Source: an optimization exercise on an open RTL-to-GDS flow (aim: small area, a short achievable clock period and few clock cycles per item). Production flows keep margins and buffers that such runs may drop. At most, simulation tests tie the RTL to the original design; equivalence was not proved.

==> inputs of willow <==
==> flow/design.v <==
`timescale 1ns/100ps
module givens_cordic (
  input  logic [2:0]  ph,       
  input  logic [12:0] x0_i,
  input  logic [12:0] y0_i,
  input  logic [12:0] x1_i,
  input  logic [12:0] y1_i,
  output logic [12:0] x0_o,     
  output logic [12:0] y0_o,
  output logic [12:0] x1_o,
  output logic [12:0] y1_o,
  output logic [12:0] x0_l,     
  output logic [12:0] y0_l,
  output logic [12:0] x1_l,
  output logic [12:0] y1_l
);
  logic signed [12:0] x0 [3];
  logic signed [12:0] y0 [3];
  logic signed [12:0] x1 [3];
  logic signed [12:0] y1 [3];
  assign x0[0] = x0_i;
  assign y0[0] = y0_i;
  assign x1[0] = x1_i;
  assign y1[0] = y1_i;
  logic s0;
  logic [12:0] shx0_0, shy0_0, shx1_0, shy1_0;
  assign s0 = y0[0][12];                    
  assign shy0_0 = ((ph == 3'd0) ? (y0[0] >>> 0) : (ph == 3'd1) ? (y0[0] >>> 2) : (ph == 3'd2) ? (y0[0] >>> 4) : (y0[0] >>> 6));
  assign shx0_0 = ((ph == 3'd0) ? (x0[0] >>> 0) : (ph == 3'd1) ? (x0[0] >>> 2) : (ph == 3'd2) ? (x0[0] >>> 4) : (x0[0] >>> 6));
  assign shy1_0 = ((ph == 3'd0) ? (y1[0] >>> 0) : (ph == 3'd1) ? (y1[0] >>> 2) : (ph == 3'd2) ? (y1[0] >>> 4) : (y1[0] >>> 6));
  assign shx1_0 = ((ph == 3'd0) ? (x1[0] >>> 0) : (ph == 3'd1) ? (x1[0] >>> 2) : (ph == 3'd2) ? (x1[0] >>> 4) : (x1[0] >>> 6));
  addsub u_x0_0 (.a(x0[0]), .b(shy0_0), .sub(s0),  .s(x0[1]));
  addsub u_y0_0 (.a(y0[0]), .b(shx0_0), .sub(~s0), .s(y0[1]));
  addsub u_x1_0 (.a(x1[0]), .b(shy1_0), .sub(s0),  .s(x1[1]));
  addsub u_y1_0 (.a(y1[0]), .b(shx1_0), .sub(~s0), .s(y1[1]));
  logic s1;
  logic [12:0] shx0_1, shy0_1, shx1_1, shy1_1;
  assign s1 = y0[1][12];                    
  assign shy0_1 = ((ph == 3'd0) ? (y0[1] >>> 1) : (ph == 3'd1) ? (y0[1] >>> 3) : (ph == 3'd2) ? (y0[1] >>> 5) : (y0[1] >>> 7));
  assign shx0_1 = ((ph == 3'd0) ? (x0[1] >>> 1) : (ph == 3'd1) ? (x0[1] >>> 3) : (ph == 3'd2) ? (x0[1] >>> 5) : (x0[1] >>> 7));
  assign shy1_1 = ((ph == 3'd0) ? (y1[1] >>> 1) : (ph == 3'd1) ? (y1[1] >>> 3) : (ph == 3'd2) ? (y1[1] >>> 5) : (y1[1] >>> 7));
  assign shx1_1 = ((ph == 3'd0) ? (x1[1] >>> 1) : (ph == 3'd1) ? (x1[1] >>> 3) : (ph == 3'd2) ? (x1[1] >>> 5) : (x1[1] >>> 7));
  addsub u_x0_1 (.a(x0[1]), .b(shy0_1), .sub(s1),  .s(x0[2]));
  addsub u_y0_1 (.a(y0[1]), .b(shx0_1), .sub(~s1), .s(y0[2]));
  addsub u_x1_1 (.a(x1[1]), .b(shy1_1), .sub(s1),  .s(x1[2]));
  addsub u_y1_1 (.a(y1[1]), .b(shx1_1), .sub(~s1), .s(y1[2]));
  assign x0_o = x0[2];
  assign y0_o = y0[2];
  assign x1_o = x1[2];
  assign y1_o = y1[2];
  assign x0_l = x0[2];
  assign y0_l = y0[2];
  assign x1_l = x1[2];
  assign y1_l = y1[2];
endmodule
module addsub (
  input  logic [12:0] a,
  input  logic [12:0] b,
  input  logic        sub,
  output logic [12:0] s
);
  assign s = a + (b ^ {13{sub}}) + {12'd0, sub};
endmodule
module gain (
  input  logic [12:0] v,
  output logic [12:0] g
);
  logic [23:0] ve;
  logic [23:0] p;
  assign ve = {{11{v[12]}}, v};
  assign p  = (ve << 9) + (ve << 7) - (ve << 4) - (ve << 1);    
  assign g  = {p[23], p[21:10]};
endmodule
`timescale 1ns/100ps
module qr_row_store (
  input  logic        clk,
  input  logic        rst_n,
  input  logic        clr,
  input  logic        push,
  input  logic        pop,
  input  logic [25:0] din,
  output logic [25:0] dout,
  output logic        nonempty
);
  logic [25:0]  mem [5];
  logic [2:0] wp;
  logic [2:0] rp;
  logic [3:0]  cnt;
  assign nonempty = (cnt != '0);
  assign dout     = mem[rp];
  always_ff @(posedge clk or negedge rst_n) begin
    if (!rst_n) begin
      wp  <= '0;
      rp  <= '0;
      cnt <= '0;
    end else if (clr) begin
      wp  <= '0;
      rp  <= '0;
      cnt <= '0;
    end else begin
      if (push) begin
        wp <= (wp == 3'd4) ? '0 : wp + 3'd1;
      end
      if (pop) begin
        rp <= (rp == 3'd4) ? '0 : rp + 3'd1;
      end
      if (push && !pop) begin
        cnt <= cnt + 1'b1;
      end else if (pop && !push) begin
        cnt <= cnt - 1'b1;
      end
    end
  end
  always_ff @(posedge clk) begin
    for (int i = 0; i < 5; i++) begin
      if (push && wp == 3'(i)) begin
        mem[i] <= din;
      end
    end
  end
endmodule
`timescale 1ns/100ps
module qr_sequencer (
  input  logic       clk,
  input  logic       rst_n,
  input  logic       valid,
  input  logic       fifo_ne,
  output logic       take7,      
  output logic       take_x,     
  output logic       run,        
  output logic [2:0] ph,         
  output logic       last,       
  output logic       load_x,     
  output logic       from_fifo,  
  output logic       push,       
  output logic       flush,      
  output logic       clr
);
  logic       busy;       
  logic [2:0] cnt;        
  logic [2:0] pairs;      
  logic       fin;        
  logic       free;       
  assign take7  = ~busy && valid && (cnt == 3'd0);
  assign take_x = ~busy && valid && (cnt != 3'd0);
  assign last   = run && (ph == 3'd3);
  assign free   = ~run || last;
  assign from_fifo = free && fifo_ne;
  assign load_x    = free && (fifo_ne || take_x) && ~(last && pairs == 3'd6);
  assign push      = take_x && ~(free && ~fifo_ne);
  assign clr       = fin;
  always_ff @(posedge clk or negedge rst_n) begin
    if (!rst_n) begin
      cnt   <= 3'd0;
      busy  <= 1'b0;
      run   <= 1'b0;
      ph    <= 3'd0;
      pairs <= 3'd0;
      flush <= 1'b0;
      fin   <= 1'b0;
    end else begin
      if (take7 || take_x) begin
        cnt <= cnt + 3'd1;
      end
      if (take_x && cnt == 3'd7) begin
        busy <= 1'b1;
      end else if (fin) begin
        busy <= 1'b0;
      end
      if (load_x) begin
        run <= 1'b1;
        ph  <= 3'd0;
      end else if (last) begin
        run <= 1'b0;
        ph  <= 3'd0;
      end else if (run) begin
        ph  <= ph + 3'd1;
      end
      if (last) begin
        pairs <= (pairs == 3'd6) ? 3'd0 : pairs + 3'd1;
      end
      flush <= last && (pairs == 3'd6);
      fin   <= flush;
    end
  end
endmodule
`timescale 1ns/100ps
module qr_cordic_top (
  input  logic        clk,
  input  logic        rst_n,
  input  logic        valid,
  input  logic [25:0] in_row,      
  output logic        out_valid,
  output logic [25:0] out_row      
);
  logic        take7, take_x, run, last, load_x, from_fifo, push, flush, clr;
  logic        fifo_ne;
  logic [2:0]  ph;
  logic [25:0] fifo_q;
  logic [12:0] x0, y0, x1, y1;            
  logic [12:0] x0_o, y0_o, x1_o, y1_o;
  logic [12:0] x0_l, y0_l, x1_l, y1_l;
  logic [12:0] gx0, gx1, gy0, gy1;
  logic [25:0] x_new;
  qr_sequencer u_seq (
    .clk       (clk),
    .rst_n     (rst_n),
    .valid     (valid),
    .fifo_ne   (fifo_ne),
    .take7     (take7),
    .take_x    (take_x),
    .run       (run),
    .ph        (ph),
    .last      (last),
    .load_x    (load_x),
    .from_fifo (from_fifo),
    .push      (push),
    .flush     (flush),
    .clr       (clr)
  );
  qr_row_store u_store (
    .clk      (clk),
    .rst_n    (rst_n),
    .clr      (clr),
    .push     (push),
    .pop      (from_fifo),
    .din      (in_row),
    .dout     (fifo_q),
    .nonempty (fifo_ne)
  );
  givens_cordic u_givens (
    .ph   (ph),
    .x0_i (x0), .y0_i (y0), .x1_i (x1), .y1_i (y1),
    .x0_o (x0_o), .y0_o (y0_o), .x1_o (x1_o), .y1_o (y1_o),
    .x0_l (x0_l), .y0_l (y0_l), .x1_l (x1_l), .y1_l (y1_l)
  );
  gain u_gx0 (.v(x0_l), .g(gx0));
  gain u_gx1 (.v(x1_l), .g(gx1));
  gain u_gy0 (.v(y0_l), .g(gy0));
  gain u_gy1 (.v(y1_l), .g(gy1));
  assign x_new = from_fifo ? fifo_q : in_row;
  always_ff @(posedge clk) begin
    if (load_x) begin
      {x1, x0} <= x_new;
    end else if (run) begin
      {x1, x0} <= {x1_o, x0_o};
    end
    if (take7) begin
      {y1, y0} <= in_row;
    end else if (last) begin
      {y1, y0} <= {gx1, gx0};
    end else if (run) begin
      {y1, y0} <= {y1_o, y0_o};
    end
  end
  always_ff @(posedge clk or negedge rst_n) begin
    if (!rst_n) begin
      out_valid <= 1'b0;
      out_row   <= '0;
    end else if (last) begin
      out_valid <= 1'b1;
      out_row   <= {gy1, gy0};
    end else if (flush) begin
      out_valid <= 1'b1;
      out_row   <= {y1, y0};
    end else begin
      out_valid <= 1'b0;
      out_row   <= '0;
    end
  end
endmodule
==> flow/run.sh <==
#!/bin/bash
# synth_recipe.tcl (not shown) runs the flow's synth.tcl, then flattens the netlist and writes it again
# the make line also repeats each setting of config.mk as NAME=value (left out here)
make -C /OpenROAD-flow-scripts/flow DESIGN_CONFIG=/design/flow/config.mk WORK_HOME=/design/flow/orfs CLKGATE_MAP_FILE= SYNTH_SCRIPT=/design/flow/synth_recipe.tcl finish
==> flow/config.mk <==
export PLATFORM = sky130hd
export DESIGN_NAME = qr_cordic_top
export DESIGN_NICKNAME = qr_cordic_top
export VERILOG_FILES = /design/flow/design.v
export SDC_FILE = /design/flow/constraint.sdc
export NUM_CORES = 4
export LEC_CHECK = 0
export CAP_MARGIN = 20
export CORE_MARGIN = 2
export CORE_UTILIZATION = 30
export SLEW_MARGIN = 20
export SYNTH_HIERARCHICAL = 1
export SYNTH_MINIMUM_KEEP_SIZE = 10
==> flow/constraint.sdc <==
create_clock -name core_clock -period 10.0 [get_ports {clk}]
set_input_delay 2.0000 -clock core_clock [delete_from_list [all_inputs] [get_ports {clk}]]
set_output_delay 2.0000 -clock core_clock [all_outputs]
set_load 0.01 [all_outputs]
==> ember: changes against willow <==
==> flow/design.v, changed modules only <==
module givens_cordic (
  input  logic [2:0]  ph,       
  input  logic [12:0] x0_i,
  input  logic [12:0] y0_i,
  input  logic [12:0] x1_i,
  input  logic [12:0] y1_i,
  output logic [12:0] x0_o,     
  output logic [12:0] y0_o,
  output logic [12:0] x1_o,
  output logic [12:0] y1_o,
  output logic [12:0] x0_l,     
  output logic [12:0] y0_l,
  output logic [12:0] x1_l,
  output logic [12:0] y1_l
);
  logic signed [12:0] x0 [4];
  logic signed [12:0] y0 [4];
  logic signed [12:0] x1 [4];
  logic signed [12:0] y1 [4];
  assign x0[0] = x0_i;
  assign y0[0] = y0_i;
  assign x1[0] = x1_i;
  assign y1[0] = y1_i;
  logic s0;
  logic [12:0] shx0_0, shy0_0, shx1_0, shy1_0;
  assign s0 = y0[0][12];                    
  assign shy0_0 = ((ph == 3'd0) ? (y0[0] >>> 0) : (ph == 3'd1) ? (y0[0] >>> 3) : (y0[0] >>> 6));
  assign shx0_0 = ((ph == 3'd0) ? (x0[0] >>> 0) : (ph == 3'd1) ? (x0[0] >>> 3) : (x0[0] >>> 6));
  assign shy1_0 = ((ph == 3'd0) ? (y1[0] >>> 0) : (ph == 3'd1) ? (y1[0] >>> 3) : (y1[0] >>> 6));
  assign shx1_0 = ((ph == 3'd0) ? (x1[0] >>> 0) : (ph == 3'd1) ? (x1[0] >>> 3) : (x1[0] >>> 6));
  addsub u_x0_0 (.a(x0[0]), .b(shy0_0), .sub(s0),  .s(x0[1]));
  addsub u_y0_0 (.a(y0[0]), .b(shx0_0), .sub(~s0), .s(y0[1]));
  addsub u_x1_0 (.a(x1[0]), .b(shy1_0), .sub(s0),  .s(x1[1]));
  addsub u_y1_0 (.a(y1[0]), .b(shx1_0), .sub(~s0), .s(y1[1]));
  logic s1;
  logic [12:0] shx0_1, shy0_1, shx1_1, shy1_1;
  assign s1 = y0[1][12];                    
  assign shy0_1 = ((ph == 3'd0) ? (y0[1] >>> 1) : (ph == 3'd1) ? (y0[1] >>> 4) : (y0[1] >>> 7));
  assign shx0_1 = ((ph == 3'd0) ? (x0[1] >>> 1) : (ph == 3'd1) ? (x0[1] >>> 4) : (x0[1] >>> 7));
  assign shy1_1 = ((ph == 3'd0) ? (y1[1] >>> 1) : (ph == 3'd1) ? (y1[1] >>> 4) : (y1[1] >>> 7));
  assign shx1_1 = ((ph == 3'd0) ? (x1[1] >>> 1) : (ph == 3'd1) ? (x1[1] >>> 4) : (x1[1] >>> 7));
  addsub u_x0_1 (.a(x0[1]), .b(shy0_1), .sub(s1),  .s(x0[2]));
  addsub u_y0_1 (.a(y0[1]), .b(shx0_1), .sub(~s1), .s(y0[2]));
  addsub u_x1_1 (.a(x1[1]), .b(shy1_1), .sub(s1),  .s(x1[2]));
  addsub u_y1_1 (.a(y1[1]), .b(shx1_1), .sub(~s1), .s(y1[2]));
  logic s2;
  logic [12:0] shx0_2, shy0_2, shx1_2, shy1_2;
  assign s2 = y0[2][12];                    
  assign shy0_2 = ((ph == 3'd0) ? (y0[2] >>> 2) : (ph == 3'd1) ? (y0[2] >>> 5) : (y0[2] >>> 7));
  assign shx0_2 = ((ph == 3'd0) ? (x0[2] >>> 2) : (ph == 3'd1) ? (x0[2] >>> 5) : (x0[2] >>> 7));
  assign shy1_2 = ((ph == 3'd0) ? (y1[2] >>> 2) : (ph == 3'd1) ? (y1[2] >>> 5) : (y1[2] >>> 7));
  assign shx1_2 = ((ph == 3'd0) ? (x1[2] >>> 2) : (ph == 3'd1) ? (x1[2] >>> 5) : (x1[2] >>> 7));
  addsub u_x0_2 (.a(x0[2]), .b(shy0_2), .sub(s2),  .s(x0[3]));
  addsub u_y0_2 (.a(y0[2]), .b(shx0_2), .sub(~s2), .s(y0[3]));
  addsub u_x1_2 (.a(x1[2]), .b(shy1_2), .sub(s2),  .s(x1[3]));
  addsub u_y1_2 (.a(y1[2]), .b(shx1_2), .sub(~s2), .s(y1[3]));
  assign x0_o = x0[3];
  assign y0_o = y0[3];
  assign x1_o = x1[3];
  assign y1_o = y1[3];
  assign x0_l = x0[2];
  assign y0_l = y0[2];
  assign x1_l = x1[2];
  assign y1_l = y1[2];
endmodule
module gain (
  input  logic [12:0] v,
  output logic [12:0] g
);
  logic [21:0] ve, ta, tb, tc, td;
  logic [21:0] s1, k1, s2, k2, q;
  assign ve = {{9{v[12]}}, v};
  assign ta = ve << 8;
  assign tb = ve << 6;
  assign tc = ~(ve << 3);
  assign td = ~ve;
  assign s1 = ta ^ tb ^ tc;
  assign k1 = {(ta[20:0] & tb[20:0]) | (ta[20:0] & tc[20:0]) | (tb[20:0] & tc[20:0]), 1'b1};
  assign s2 = s1 ^ k1 ^ td;
  assign k2 = {(s1[20:0] & k1[20:0]) | (s1[20:0] & td[20:0]) | (k1[20:0] & td[20:0]), 1'b1};
  assign q  = s2 + k2;
  assign g  = q[21:9];
endmodule
module qr_row_store (
  input  logic        clk,
  input  logic        rst_n,
  input  logic        clr,
  input  logic        push,
  input  logic        pop,
  input  logic [25:0] din,
  output logic [25:0] dout,
  output logic        nonempty
);
  logic [25:0]  mem [4];
  logic [1:0] wp;
  logic [1:0] rp;
  logic [2:0]  cnt;
  assign nonempty = (cnt != '0);
  assign dout     = mem[rp];
  always_ff @(posedge clk or negedge rst_n) begin
    if (!rst_n) begin
      wp  <= '0;
      rp  <= '0;
      cnt <= '0;
    end else if (clr) begin
      wp  <= '0;
      rp  <= '0;
      cnt <= '0;
    end else begin
      if (push) begin
        wp <= (wp == 2'd3) ? '0 : wp + 2'd1;
      end
      if (pop) begin
        rp <= (rp == 2'd3) ? '0 : rp + 2'd1;
      end
      if (push && !pop) begin
        cnt <= cnt + 1'b1;
      end else if (pop && !push) begin
        cnt <= cnt - 1'b1;
      end
    end
  end
  always_ff @(posedge clk) begin
    for (int i = 0; i < 4; i++) begin
      if (push && wp == 2'(i)) begin
        mem[i] <= din;
      end
    end
  end
endmodule
module qr_sequencer (
  input  logic       clk,
  input  logic       rst_n,
  input  logic       valid,
  input  logic       fifo_ne,
  output logic       take7,      
  output logic       take_x,     
  output logic       run,        
  output logic [2:0] ph,         
  output logic       last,       
  output logic       load_x,     
  output logic       from_fifo,  
  output logic       push,       
  output logic       flush,      
  output logic       clr
);
  logic       busy;       
  logic [2:0] cnt;        
  logic [2:0] pairs;      
  logic       fin;        
  logic       free;       
  assign take7  = ~busy && valid && (cnt == 3'd0);
  assign take_x = ~busy && valid && (cnt != 3'd0);
  assign last   = run && (ph == 3'd2);
  assign free   = ~run || last;
  assign from_fifo = free && fifo_ne;
  assign load_x    = free && (fifo_ne || take_x) && ~(last && pairs == 3'd6);
  assign push      = take_x && ~(free && ~fifo_ne);
  assign clr       = fin;
  always_ff @(posedge clk or negedge rst_n) begin
    if (!rst_n) begin
      cnt   <= 3'd0;
      busy  <= 1'b0;
      run   <= 1'b0;
      ph    <= 3'd0;
      pairs <= 3'd0;
      flush <= 1'b0;
      fin   <= 1'b0;
    end else begin
      if (take7 || take_x) begin
        cnt <= cnt + 3'd1;
      end
      if (take_x && cnt == 3'd7) begin
        busy <= 1'b1;
      end else if (fin) begin
        busy <= 1'b0;
      end
      if (load_x) begin
        run <= 1'b1;
        ph  <= 3'd0;
      end else if (last) begin
        run <= 1'b0;
        ph  <= 3'd0;
      end else if (run) begin
        ph  <= ph + 3'd1;
      end
      if (last) begin
        pairs <= (pairs == 3'd6) ? 3'd0 : pairs + 3'd1;
      end
      flush <= last && (pairs == 3'd6);
      fin   <= flush;
    end
  end
endmodule
Settings changed: SETUP_SLACK_MARGIN set to 3.
==> violet: changes against willow <==
==> flow/design.v, changed modules only <==
module givens_cordic (
  input  logic [2:0]  ph,       
  input  logic [12:0] x0_i,
  input  logic [12:0] y0_i,
  input  logic [12:0] x1_i,
  input  logic [12:0] y1_i,
  output logic [12:0] x0_o,     
  output logic [12:0] y0_o,
  output logic [12:0] x1_o,
  output logic [12:0] y1_o,
  output logic [12:0] x0_l,     
  output logic [12:0] y0_l,
  output logic [12:0] x1_l,
  output logic [12:0] y1_l
);
  logic signed [12:0] x0 [4];
  logic signed [12:0] y0 [4];
  logic signed [12:0] x1 [4];
  logic signed [12:0] y1 [4];
  assign x0[0] = x0_i;
  assign y0[0] = y0_i;
  assign x1[0] = x1_i;
  assign y1[0] = y1_i;
  logic s0;
  logic [12:0] shx0_0, shy0_0, shx1_0, shy1_0;
  assign s0 = y0[0][12];                    
  assign shy0_0 = ((ph == 3'd0) ? (y0[0] >>> 0) : (ph == 3'd1) ? (y0[0] >>> 3) : (y0[0] >>> 6));
  assign shx0_0 = ((ph == 3'd0) ? (x0[0] >>> 0) : (ph == 3'd1) ? (x0[0] >>> 3) : (x0[0] >>> 6));
  assign shy1_0 = ((ph == 3'd0) ? (y1[0] >>> 0) : (ph == 3'd1) ? (y1[0] >>> 3) : (y1[0] >>> 6));
  assign shx1_0 = ((ph == 3'd0) ? (x1[0] >>> 0) : (ph == 3'd1) ? (x1[0] >>> 3) : (x1[0] >>> 6));
  addsub u_x0_0 (.a(x0[0]), .b(shy0_0), .sub(s0),  .s(x0[1]));
  addsub u_y0_0 (.a(y0[0]), .b(shx0_0), .sub(~s0), .s(y0[1]));
  addsub u_x1_0 (.a(x1[0]), .b(shy1_0), .sub(s0),  .s(x1[1]));
  addsub u_y1_0 (.a(y1[0]), .b(shx1_0), .sub(~s0), .s(y1[1]));
  logic s1;
  logic [12:0] shx0_1, shy0_1, shx1_1, shy1_1;
  assign s1 = y0[1][12];                    
  assign shy0_1 = ((ph == 3'd0) ? (y0[1] >>> 1) : (ph == 3'd1) ? (y0[1] >>> 4) : (y0[1] >>> 7));
  assign shx0_1 = ((ph == 3'd0) ? (x0[1] >>> 1) : (ph == 3'd1) ? (x0[1] >>> 4) : (x0[1] >>> 7));
  assign shy1_1 = ((ph == 3'd0) ? (y1[1] >>> 1) : (ph == 3'd1) ? (y1[1] >>> 4) : (y1[1] >>> 7));
  assign shx1_1 = ((ph == 3'd0) ? (x1[1] >>> 1) : (ph == 3'd1) ? (x1[1] >>> 4) : (x1[1] >>> 7));
  addsub u_x0_1 (.a(x0[1]), .b(shy0_1), .sub(s1),  .s(x0[2]));
  addsub u_y0_1 (.a(y0[1]), .b(shx0_1), .sub(~s1), .s(y0[2]));
  addsub u_x1_1 (.a(x1[1]), .b(shy1_1), .sub(s1),  .s(x1[2]));
  addsub u_y1_1 (.a(y1[1]), .b(shx1_1), .sub(~s1), .s(y1[2]));
  logic s2;
  logic [12:0] shx0_2, shy0_2, shx1_2, shy1_2;
  assign s2 = y0[2][12];                    
  assign shy0_2 = ((ph == 3'd0) ? (y0[2] >>> 2) : (ph == 3'd1) ? (y0[2] >>> 5) : (y0[2] >>> 7));
  assign shx0_2 = ((ph == 3'd0) ? (x0[2] >>> 2) : (ph == 3'd1) ? (x0[2] >>> 5) : (x0[2] >>> 7));
  assign shy1_2 = ((ph == 3'd0) ? (y1[2] >>> 2) : (ph == 3'd1) ? (y1[2] >>> 5) : (y1[2] >>> 7));
  assign shx1_2 = ((ph == 3'd0) ? (x1[2] >>> 2) : (ph == 3'd1) ? (x1[2] >>> 5) : (x1[2] >>> 7));
  addsub u_x0_2 (.a(x0[2]), .b(shy0_2), .sub(s2),  .s(x0[3]));
  addsub u_y0_2 (.a(y0[2]), .b(shx0_2), .sub(~s2), .s(y0[3]));
  addsub u_x1_2 (.a(x1[2]), .b(shy1_2), .sub(s2),  .s(x1[3]));
  addsub u_y1_2 (.a(y1[2]), .b(shx1_2), .sub(~s2), .s(y1[3]));
  assign x0_o = x0[3];
  assign y0_o = y0[3];
  assign x1_o = x1[3];
  assign y1_o = y1[3];
  assign x0_l = x0[2];
  assign y0_l = y0[2];
  assign x1_l = x1[2];
  assign y1_l = y1[2];
endmodule
module qr_row_store (
  input  logic        clk,
  input  logic        rst_n,
  input  logic        clr,
  input  logic        push,
  input  logic        pop,
  input  logic [25:0] din,
  output logic [25:0] dout,
  output logic        nonempty
);
  logic [25:0]  mem [4];
  logic [1:0] wp;
  logic [1:0] rp;
  logic [2:0]  cnt;
  assign nonempty = (cnt != '0);
  assign dout     = mem[rp];
  always_ff @(posedge clk or negedge rst_n) begin
    if (!rst_n) begin
      wp  <= '0;
      rp  <= '0;
      cnt <= '0;
    end else if (clr) begin
      wp  <= '0;
      rp  <= '0;
      cnt <= '0;
    end else begin
      if (push) begin
        wp <= (wp == 2'd3) ? '0 : wp + 2'd1;
      end
      if (pop) begin
        rp <= (rp == 2'd3) ? '0 : rp + 2'd1;
      end
      if (push && !pop) begin
        cnt <= cnt + 1'b1;
      end else if (pop && !push) begin
        cnt <= cnt - 1'b1;
      end
    end
  end
  always_ff @(posedge clk) begin
    for (int i = 0; i < 4; i++) begin
      if (push && wp == 2'(i)) begin
        mem[i] <= din;
      end
    end
  end
endmodule
module qr_sequencer (
  input  logic       clk,
  input  logic       rst_n,
  input  logic       valid,
  input  logic       fifo_ne,
  output logic       take7,      
  output logic       take_x,     
  output logic       run,        
  output logic [2:0] ph,         
  output logic       last,       
  output logic       load_x,     
  output logic       from_fifo,  
  output logic       push,       
  output logic       flush,      
  output logic       clr
);
  logic       busy;       
  logic [2:0] cnt;        
  logic [2:0] pairs;      
  logic       fin;        
  logic       free;       
  assign take7  = ~busy && valid && (cnt == 3'd0);
  assign take_x = ~busy && valid && (cnt != 3'd0);
  assign last   = run && (ph == 3'd2);
  assign free   = ~run || last;
  assign from_fifo = free && fifo_ne;
  assign load_x    = free && (fifo_ne || take_x) && ~(last && pairs == 3'd6);
  assign push      = take_x && ~(free && ~fifo_ne);
  assign clr       = fin;
  always_ff @(posedge clk or negedge rst_n) begin
    if (!rst_n) begin
      cnt   <= 3'd0;
      busy  <= 1'b0;
      run   <= 1'b0;
      ph    <= 3'd0;
      pairs <= 3'd0;
      flush <= 1'b0;
      fin   <= 1'b0;
    end else begin
      if (take7 || take_x) begin
        cnt <= cnt + 3'd1;
      end
      if (take_x && cnt == 3'd7) begin
        busy <= 1'b1;
      end else if (fin) begin
        busy <= 1'b0;
      end
      if (load_x) begin
        run <= 1'b1;
        ph  <= 3'd0;
      end else if (last) begin
        run <= 1'b0;
        ph  <= 3'd0;
      end else if (run) begin
        ph  <= ph + 3'd1;
      end
      if (last) begin
        pairs <= (pairs == 3'd6) ? 3'd0 : pairs + 3'd1;
      end
      flush <= last && (pairs == 3'd6);
      fin   <= flush;
    end
  end
endmodule
==> run summary <==
- violet completed without violations. ember went through all stages and came out clean. willow passed the timing, DRC and antenna checks.
- Die area, lowest first: willow, violet, ember.
- Worst setup slack, lowest first: willow, violet, ember.
- Against violet, the global-route usage of willow is lower by 1.1 points.
- The highest critical path depth belongs to ember, the lowest to violet.
- Area after synthesis: ember is larger than willow (8.4%).
- Of willow and violet, violet has the higher clock-buffer cell count (gap 1).
- The lowest fmax belongs to willow, the highest to ember.
==> figures <==
| item | willow | violet | ember |
|---|---|---|---|
| Share of cell area taken by flip-flops and latches | 24.7% | 20.6% | 16.5% |
| Avg Synthesized Cell Area | 9.50 um^2 | 9.03 um^2 | 9.22 um^2 |
| Cell Area, Placed | 26,300 um^2 | 27,600 um^2 | 28,900 um^2 |
| Highest routed metal layer | met4 | met4 | met5 |
| Worst-path maximum fanout | 83 | 51 | 8 |
| Share of synthesized registers carrying an async set or reset | 21.6% | 23.2% | 23.2% |
| Result of the run | timing/DRC/antenna clean | timing/DRC/antenna clean | timing/DRC/antenna clean |
| Met2 Wirelength | 34.1 mm | 37.6 mm | 37.9 mm |
| Post-layout nets | 2,945 | 3,276 | 3,646 |
| Avg Vias per Cell | 5.29 | 5.24 | 5.30 |
| Max-slew headroom at the worst pin | 27.3% | 29.2% | 49.3% |
Testbench counts of willow, summed over its fixed seeds: cycles 10,240, matrices 320.
Testbench counts of violet, summed over its fixed seeds: cycles 8,000, matrices 320.
For ember, only the layout was checked, not whether the RTL still works.

==> static timing again, ports no longer ideal <==
In the flow no input, the clock included, has a driving cell. The finished layouts below were timed again as built, in two steps. Step 1 assumes that a clkbuf_16 drives the clock port and a buf_2 every other input. Step 2 moves the port delays by t, midway between the first and last clock arrival at a register: inputs arrive t later, outputs are due t later. That takes back most of the time a late clock gives input paths. Slacks: ideal / step 1 / step 2; pairs: ideal / step 1.
run | t (ns) | setup slack, ns | worst setup path after step 2 | pins driven straight from the clock port
willow | 0.625 | 0.592 / 0.592 / 0.592 | register to register | 1
ember | 0.583 | 2.580 / 2.580 / 2.580 | register to register | 1
violet | 0.617 | 1.207 / 1.207 / 1.207 | register to register | 1
After both steps setup and hold are still met in every run listed.
